This design comes from an exercise in tuning for small area on the open sky130 flow, not from production work. Function was checked by simulation only, so behaviour that the tests miss may differ from the original. No activity file was given, so power comes from the tool's default toggle rates.

==> flow/design.v <==
module issue_stage (
  input  logic                      clk,
  input  logic                      rst_n,
  input  logic                      flush,
  input  logic                      push,
  input  logic [70:0]               in_pair0,
  input  logic [70:0]               in_pair1,
  input  logic                      load_valid,
  input  logic [5-1:0] load_dest,
  output logic                      full,
  output logic [70:0]               lane0,
  output logic [70:0]               lane1,
  output logic                      swapped
);
  logic [3:0][69:0] mem_e;   
  logic [3:0][69:0] mem_o;   
  logic [2:0] rd_ptr;
  logic [2:0] wr_ptr;
  logic [3:0] count;
  logic [2:0] lane_ptr;      
  logic [1:0] lane_vld;
  logic [1:0]  rd_e_idx, rd_o_idx, ln_e_idx, ln_o_idx;
  logic [69:0] head_e, head_o, lane_e, lane_o;
  logic [69:0] head0, head1;
  assign rd_e_idx = 2'((rd_ptr + 3'd1) >> 1);
  assign rd_o_idx = rd_ptr[2:1];
  assign ln_e_idx = 2'((lane_ptr + 3'd1) >> 1);
  assign ln_o_idx = lane_ptr[2:1];
  always_comb begin
    head_e = '0;
    head_o = '0;
    lane_e = '0;
    lane_o = '0;
    for (int k = 0; k < 4; k++) begin
      head_e = head_e | {70{rd_e_idx == 2'(k)}} & mem_e[k];
      head_o = head_o | {70{rd_o_idx == 2'(k)}} & mem_o[k];
      lane_e = lane_e | {70{ln_e_idx == 2'(k)}} & mem_e[k];
      lane_o = lane_o | {70{ln_o_idx == 2'(k)}} & mem_o[k];
    end
  end
  assign head0 = rd_ptr[0] ? head_o : head_e;
  assign head1 = rd_ptr[0] ? head_e : head_o;
  assign lane0 = {lane_vld[0], (lane_ptr[0] ^ swapped) ? lane_o : lane_e};
  assign lane1 = {lane_vld[1], (lane_ptr[0] ^ swapped) ? lane_e : lane_o};
  logic [5:0] op0, op1;
  logic [4:0] rs0, rt0, rd0, rs1, rt1, dest0;
  logic       rds0, rdt0, wr0, br0, mm0;
  logic       rds1, rdt1, br1, mm1;
  assign op0 = head0[31:26];
  assign rs0 = head0[25:21];
  assign rt0 = head0[20:16];
  assign rd0 = head0[15:11];
  assign op1 = head1[31:26];
  assign rs1 = head1[25:21];
  assign rt1 = head1[20:16];
  function automatic logic reads_rs(input logic [5:0] op);
    reads_rs = (op[5:4] == 2'b00 && op != 6'h00) || op[5:4] == 2'b01 ||
               op == 6'h20 || op == 6'h21 || op == 6'h30;
  endfunction
  function automatic logic reads_rt(input logic [5:0] op);
    reads_rt = (op[5:4] == 2'b00 && op != 6'h00) || op == 6'h21;
  endfunction
  function automatic logic is_branch(input logic [5:0] op);
    is_branch = op[5:4] == 2'b11 || op[5:1] == 5'b00110 || op[5:1] == 5'b01110;
  endfunction
  assign rds0  = reads_rs(op0);
  assign rdt0  = reads_rt(op0);
  assign wr0   = (op0[5:4] == 2'b00 && op0 != 6'h00) || op0[5:4] == 2'b01 || op0 == 6'h20;
  assign dest0 = (op0[5:4] == 2'b00) ? rd0 : rt0;
  assign br0   = is_branch(op0);
  assign mm0   = op0[5:4] == 2'b10;
  assign rds1  = reads_rs(op1);
  assign rdt1  = reads_rt(op1);
  assign br1   = is_branch(op1);
  assign mm1   = op1[5:4] == 2'b10;
  logic v0, v1;
  logic load_stall, pair_dep, conflict;
  logic iss0, iss1, swap;
  assign v0 = count != 4'd0;
  assign v1 = count > 4'd1;
  assign load_stall = load_valid &&
                      ((v0 && ((rds0 && rs0 == load_dest) || (rdt0 && rt0 == load_dest))) ||
                       (v1 && ((rds1 && rs1 == load_dest) || (rdt1 && rt1 == load_dest))));
  assign pair_dep   = wr0 && ((rds1 && rs1 == dest0) || (rdt1 && rt1 == dest0));
  assign conflict   = (br0 && br1) || (mm0 && mm1);
  assign iss0 = v0 && !load_stall;
  assign iss1 = iss0 && v1 && !pair_dep && !conflict;
  assign swap = iss0 && (mm0 || (iss1 && !br0 && br1));
  logic [3:0] push_n, pop_n, count_nx;
  logic       accept;
  assign accept   = push && !full && !flush;
  assign push_n   = accept ? 4'(in_pair0[70]) + 4'(in_pair1[70]) : 4'd0;
  assign pop_n    = 4'(iss0) + 4'(iss1);
  assign count_nx = count + push_n - pop_n;
  always_ff @(posedge clk) begin
    if (!rst_n || flush) begin
      rd_ptr   <= '0;
      wr_ptr   <= '0;
      count    <= '0;
      full     <= 1'b0;
      lane_vld <= 2'b00;
      swapped  <= 1'b0;
    end else begin
      rd_ptr   <= rd_ptr + pop_n[2:0];
      wr_ptr   <= wr_ptr + push_n[2:0];
      count    <= count_nx;
      full     <= count_nx > 4'd6;
      lane_vld <= swap ? {iss0, iss1} : {iss1, iss0};
      swapped  <= swap;
    end
  end
  always_ff @(posedge clk) begin
    lane_ptr <= rd_ptr;
  end
  logic [1:0]  wr_e_idx, wr_o_idx;
  logic [69:0] wd_e, wd_o;
  assign wr_e_idx = 2'((wr_ptr + 3'd1) >> 1);
  assign wr_o_idx = wr_ptr[2:1];
  assign wd_e     = (!wr_ptr[0] && in_pair0[70]) ? in_pair0[69:0] : in_pair1[69:0];
  assign wd_o     = ( wr_ptr[0] && in_pair0[70]) ? in_pair0[69:0] : in_pair1[69:0];
  always_ff @(posedge clk) begin
    for (int k = 0; k < 4; k++) begin
      if (!full && wr_e_idx == 2'(k)) mem_e[k] <= wd_e;
      if (!full && wr_o_idx == 2'(k)) mem_o[k] <= wd_o;
    end
  end
endmodule
clock: 5.5 ns
lec_check: 0
cap_margin: 20
core_margin: 2
core_utilization: 40
cts_buf_list: sky130_fd_sc_hd__clkbuf_4
slew_margin: 20
run.sh (not shown) runs the stock make flow with config.mk's settings and CLKGATE_MAP_FILE= SYNTH_SCRIPT=/design/flow/synth_recipe.tcl, a recipe that flattens the netlist after the stock synthesis.
The baseline finished with timing, DRC and antenna clean.
Then changed:
==> flow/flow/run.sh (new file) <==
#!/bin/bash
# Standard ORFS flow with small port buffers and no CTS dummy loads.
# The make output goes to standard.log; ORFS keeps each step's log under orfs/logs.
set -uo pipefail
bash standard.sh \
  "BUFFER_PORTS_ARGS=-buffer_cell sky130_fd_sc_hd__buf_1" \
  "CTS_ARGS=-sink_clustering_enable -repair_clock_nets -dont_use_dummy_load -buf_list sky130_fd_sc_hd__clkbuf_4" \
  finish > standard.log 2>&1
==> flow/standard.sh (new file) <==
#!/bin/bash
# synth_recipe.tcl (not shown) runs the flow's synth.tcl, then flattens the netlist and writes it again
# the make line also repeats each setting of config.mk as NAME=value (left out here)
make -C /OpenROAD-flow-scripts/flow DESIGN_CONFIG=/design/flow/config.mk WORK_HOME=/design/flow/orfs CLKGATE_MAP_FILE= SYNTH_SCRIPT=/design/flow/synth_recipe.tcl "${@:-finish}"
- CTS_BUF_LIST: sky130_fd_sc_hd__clkbuf_4 -> unset
removed: flow/run.sh
The new run finished with timing, DRC and antenna clean.
Flip-flop and latch count stays the same.
Non-clock buffer count is lower by 3.
Total power is lower by 12%.
Sequential power barely changes.
Combinational power is lower by 16%.
Synthesized cell count stays the same.
Die area stays the same.
Via count is lower by 0.95%.
Then changed:
==> flow/run.sh (new file) <==
#!/bin/bash
# synth_recipe.tcl (not shown) runs the flow's synth.tcl, then flattens the netlist and writes it again
# the make line also repeats each setting of config.mk as NAME=value (left out here)
make -C /OpenROAD-flow-scripts/flow DESIGN_CONFIG=/design/flow/config.mk WORK_HOME=/design/flow/orfs CLKGATE_MAP_FILE= SYNTH_SCRIPT=/design/flow/synth_recipe.tcl finish
removed: flow/flow/run.sh
removed: flow/standard.sh
After rerunning: Die area does not change; global-route usage drops by 0.23 points; clock skew came out lower by 0.046 ns; core utilization climbs by 4.1 points; count of clock-buffer cells in the layout went down by 74; cell area went up by 8.9%; worst setup slack gets worse by 0.025 ns.

## re-timing with driven ports
How much do the figures lean on ideal ports? The routed layouts below were timed once more, with nothing changed but the port constraints. Step 1 (the two cells are an assumption about what drives the block):
set clk [get_ports {clk}]
set_driving_cell -lib_cell sky130_fd_sc_hd__clkbuf_16 $clk
set_driving_cell -lib_cell sky130_fd_sc_hd__buf_2 [delete_from_list [all_inputs] $clk]
Step 2 also shifts input and output timing later by t, the mid clock arrival at the registers, as if the neighbouring blocks saw the same clock. a / b / c = ideal ports / drivers / drivers and shift; a / b = the first two.
| run | shift t [ns] | setup WS [ns] | latest minus earliest clock arrival (ns) |
|---|---|---|---|
| the first run | 0.970 | 0.378 / 0.378 / 0.378 | 0.073 / 0.073 |
| the second run | 0.972 | 0.387 / 0.387 / 0.387 | 0.113 / 0.113 |
| the third run | 0.673 | 0.361 / 0.361 / 0.361 | 0.025 / 0.025 |
After both steps every run listed still meets setup and hold.
